This is an optimization exercise on Yosys and OpenROAD, whose aim is small area, a short achievable clock period and few clock cycles per item, not a production implementation.
RTL that was checked went through simulation tests only; none was proved equivalent to the original.
No activity file was given, so power comes from the tool's default toggle rates.

== run P ==
==> flow/design.v (excerpt) <==
module csidhScheduler (
	input logic clk,
	input logic rst,
	input logic start,
	input logic [csidhPkg::KEY_W-1:0] privateKey,
	output logic busy,
	output logic batchValid,
	output logic batchSign,
	output logic done,
	output logic [csidhPkg::NUM_PRIMES-1:0] batchMask,
	output logic [csidhPkg::COF_W-1:0] cofactor
);
For scale: roughly 1200 flip-flops, about 720 I/O pins.
Settings: LEC_CHECK=0, CAP_MARGIN=20, CORE_MARGIN=2, CORE_UTILIZATION=40, SETUP_SLACK_MARGIN=4.3, SLEW_MARGIN=20; clock period 8.0 ns.
run.sh (not shown) runs the stock make flow with config.mk's settings and CLKGATE_MAP_FILE= SYNTH_SCRIPT=/design/flow/synth_recipe.tcl, a recipe that flattens the netlist after the stock synthesis.
Run P: flow completed, timing, DRC and antenna clean
Testbench counts of run P, summed over its fixed seeds: cycles 3,981, keys 24.
> inputs changed (run P -> run B)
# run P
export LEC_CHECK = 0
export CAP_MARGIN = 20
export CORE_MARGIN = 2
export CORE_UTILIZATION = 40
export SETUP_SLACK_MARGIN = 4.3
export SLEW_MARGIN = 20
create_clock -name core_clock -period 8.0 [get_ports {clk}]
# run B
export LEC_CHECK = 0
export CAP_MARGIN = 20
export CORE_MARGIN = 2
export CORE_UTILIZATION = 40
export SETUP_SLACK_MARGIN = 4.5
export SLEW_MARGIN = 20
create_clock -name core_clock -period 8.0 [get_ports {clk}]
==> results.txt <==
The aggregate routed wire length in run B was higher than what run P gave. Against run P, run B comes in 0.10 ns higher on setup slack. Run B against run P: multi-input combinational cell area picked up an extra 530 um^2, total power increased 10%, number of instances in the synthesized netlist has remained practically unchanged, initial antenna violation count shows a reduction of 1. Share of cell area taken by multi-input logic gates: run B vs run P — no meaningful difference.


trial 20:
Another version of the RTL of csidhScheduler (not shown whole).
Size in the first run: roughly 4800 cells after synthesis, about 1200 flip-flops, roughly 56000 um^2 of cells after synthesis.
Settings: LEC_CHECK=0, CAP_MARGIN=20, CORE_MARGIN=2, CORE_UTILIZATION=45, CTS_CLUSTER_DIAMETER=90, CTS_CLUSTER_SIZE=24, SETUP_SLACK_MARGIN=5.0, SLEW_MARGIN=20; clock period 8.0 ns.
The flow did not stop early for trial 20: all stages ran, and the layout cleared the timing, DRC and antenna checks.
Relative to trial 20, the following input files were edited for trial 31:
Settings: changing CORE_UTILIZATION from 45 to 40.
### Flow results
- Changes observed in trial 31 relative to trial 20: part of the power in registers moved down; maximum operating frequency moved up; total power moved up.
- Instance area after placement, trial 31 vs trial 20: up slightly
- Trial 31 vs trial 20: wire length up by a few percent
- Between trial 20 and trial 31, placer congestion estimate decreased.
- Trial 20 ended up with bank_i.mask[20]$_DFF_P_ as its timing endpoint of the critical path; trial 31 ended up with bank_i.mask[22]$_DFF_P_.
- Trial 31 reports a higher detailed-placement wirelength estimate than trial 20 does.
- Looking at relative contribution of combinational cells to total power, trial 31 sits 2.4 points above trial 20.
- Between trial 31 and trial 20, die area is lower for trial 20, trial 31 comes in above that.
Function was not checked in any run of this note: the RTL went through the layout flow alone.


Another version of the RTL of csidhScheduler (not shown whole).
Size: ~5600 cells after synthesis, ~1200 flip-flops, roughly 720 I/O pins, about 57000 um2 of cells after synthesis.
make LEC_CHECK=0 ABC_AREA=1 CAP_MARGIN=20 CORE_MARGIN=2 CORE_UTILIZATION=40 CTS_CLUSTER_DIAMETER=90 CTS_CLUSTER_SIZE=24 SETUP_SLACK_MARGIN=5.0 SLEW_MARGIN=20 finish   # period 8.0 ns
The first run finished with timing, DRC and antenna clean.
Testbench counts at the start, summed over its fixed seeds: cycles 3,884, keys 24.
Rerun with:
ABC_AREA = not set   (was 1)
CTS_CLUSTER_SIZE = 20   (was 24)
What happened: The changed run finished with timing, DRC and antenna clean. Via count decreases by 8.3%. Power goes up by 5.2%. Area after synthesis goes down by 0.68%. Non-clock buffer count is higher by 58. Global-route usage went down by 1.8 points. Worst setup slack is worse by 0.019 ns. Sequential power climbs by about 1%. First-iteration DRC count goes down by about 13%. Flip-flop and latch count is unchanged. Core utilization came out higher by 0.64 points.
Rerun with:
CTS_CLUSTER_DIAMETER = 100   (was 90)
CTS_CLUSTER_SIZE = 28   (was 20)
=>
- non-clock buffer count came out lower by 18
- area after synthesis does not change
- clock-buffer cell count shrinks by 33
- global-route usage shrinks by 0.25 points
- register-to-register slack is worse by 0.04 ns
- final area went down by 0.99%
Rerun with:
CORE_UTILIZATION = 50   (was 40)
CTS_CLUSTER_DIAMETER = 90   (was 100)
CTS_CLUSTER_SIZE = 24   (was 28)
Setup slack degrades by 0.054 ns.
Synthesized cell count does not change.
Core utilization goes up by 12 points.
Total power hardly moves.
First-iteration DRC count goes down by 5.5%.
Non-clock buffer count goes up by 7.
Fmax goes down by 1.8%.
Critical path depth stays the same.
Wire length is about the same.
Clock skew goes down by 0.028 ns.
Sequential power is about the same.


job 8446:
csidhScheduler again, from the RTL that the note above started with.
make LEC_CHECK=0 CAP_MARGIN=20 CORE_MARGIN=2 CORE_UTILIZATION=40 CTS_CLUSTER_DIAMETER=90 CTS_CLUSTER_SIZE=24 SETUP_SLACK_MARGIN=5.0 SLEW_MARGIN=20 finish   # period 8.0 ns
Job 8446: flow completed, timing, DRC and antenna clean
Testbench counts of job 8446, summed over its fixed seeds: cycles 3,884, keys 24.
Input changes introduced in job 1707 (baseline for comparison: job 8446):
# job 8446
export LEC_CHECK = 0
export CAP_MARGIN = 20
export CORE_MARGIN = 2
export CORE_UTILIZATION = 40
export CTS_CLUSTER_DIAMETER = 90
export CTS_CLUSTER_SIZE = 24
export SETUP_SLACK_MARGIN = 5.0
export SLEW_MARGIN = 20
create_clock -name core_clock -period 8.0 [get_ports {clk}]
# job 1707
export LEC_CHECK = 0
export CAP_MARGIN = 20
export CORE_MARGIN = 2
export CORE_UTILIZATION = 40
export SETUP_SLACK_MARGIN = 5.0
export SLEW_MARGIN = 20
create_clock -name core_clock -period 8.0 [get_ports {clk}]
[summary]
The final layout from job 1707, which completed every stage, passed the timing, DRC and antenna checks at the end of the flow. Final area: job 1707 higher than job 8446. Clock-buffer cell count (job 1707 vs. job 8446) increases by more than 100%. Job 1707 vs. job 8446: post-cts resize count picked up an extra 217; total area of sequential cells was more or less identical. Re proportion of power drawn by the clock network: job 8446 and job 1707 aren't equal, and the higher value belongs to job 1707. Diff job 8446 -> job 1707 | first-pass GRT wire length | up slightly. Job 1707 vs job 8446, overall power went up by 11%.
### job 1707 -> job 5868
# job 1707
export LEC_CHECK = 0
export CAP_MARGIN = 20
export CORE_MARGIN = 2
export CORE_UTILIZATION = 40
export SETUP_SLACK_MARGIN = 5.0
export SLEW_MARGIN = 20
create_clock -name core_clock -period 8.0 [get_ports {clk}]
# job 5868
export LEC_CHECK = 0
export CAP_MARGIN = 20
export CORE_MARGIN = 2
export CORE_UTILIZATION = 40
export SETUP_SLACK_MARGIN = 5.0
export SLEW_MARGIN = 20
export TNS_END_PERCENT = 10
create_clock -name core_clock -period 8.0 [get_ports {clk}]
## What came out
- Compared with job 1707, in job 5868 number of cells on the critical path has increased, post-layout net count has decreased, met1 capacity usage during global routing essentially unchanged, combinational share of power went down, number of multi-input combinational cells was more or less identical.
- Re fraction of standard cell area that is sequential: job 1707 was lower than job 5868.

[separate check: timing with driven ports]
How much do the figures lean on ideal ports? The routed layouts below were timed once more, with nothing changed but the port constraints. Step 1 (the two cells are an assumption about what drives the block):
set clk [get_ports {clk}]
set_driving_cell -lib_cell sky130_fd_sc_hd__clkbuf_16 $clk
set_driving_cell -lib_cell sky130_fd_sc_hd__buf_2 [delete_from_list [all_inputs] $clk]
Step 2 adds t to the input delays and takes it off the output delays; t is the mean of the earliest and latest rising clock arrival at the registers after step 1. Input paths then give back, and output paths get back, about the clock's delay inside the block. Slacks: ideal ports / drivers / drivers and shift; pairs: ideal ports / drivers.
| run | t (ns) | setup slack, ns | worst register clock-pin slew, ns | worst slew at a driven data input, ns |
|---|---|---|---|---|
| run P | 0.831 | 4.405 / 4.332 / 3.653 | 0.07 / 0.07 | 0.19 |
| run B | 0.833 | 4.505 / 4.493 / 3.996 | 0.07 / 0.07 | 0.19 |
| trial 20 | 0.780 | 4.795 / 4.795 / 4.306 | 0.11 / 0.11 | 0.17 |
| trial 31 | 0.786 | 4.872 / 4.872 / 4.299 | 0.11 / 0.11 | 0.19 |
| the first run of note 3 | 0.783 | 5.045 / 4.970 / 4.387 | 0.11 / 0.11 | 0.19 |
| the second run of note 3 | 0.757 | 5.026 / 4.955 / 4.323 | 0.09 / 0.09 | 0.07 |
| the third run of note 3 | 0.753 | 5.001 / 4.938 / 4.302 | 0.12 / 0.12 | 0.07 |
| the fourth run of note 3 | 0.762 | 4.946 / 4.946 / 4.378 | 0.11 / 0.11 | 0.06 |
| job 8446 | 0.777 | 4.993 / 4.918 / 4.369 | 0.11 / 0.11 | 0.07 |
| job 1707 | 0.837 | 4.935 / 4.861 / 4.311 | 0.07 / 0.07 | 0.07 |
| job 5868 | 0.843 | 4.806 / 4.795 / 4.118 | 0.07 / 0.07 | 0.09 |
After both steps setup and hold are still met in every run listed. For run P, which loses most, drivers alone change the setup slack by -0.073 ns; drivers and shift together by -0.752 ns.
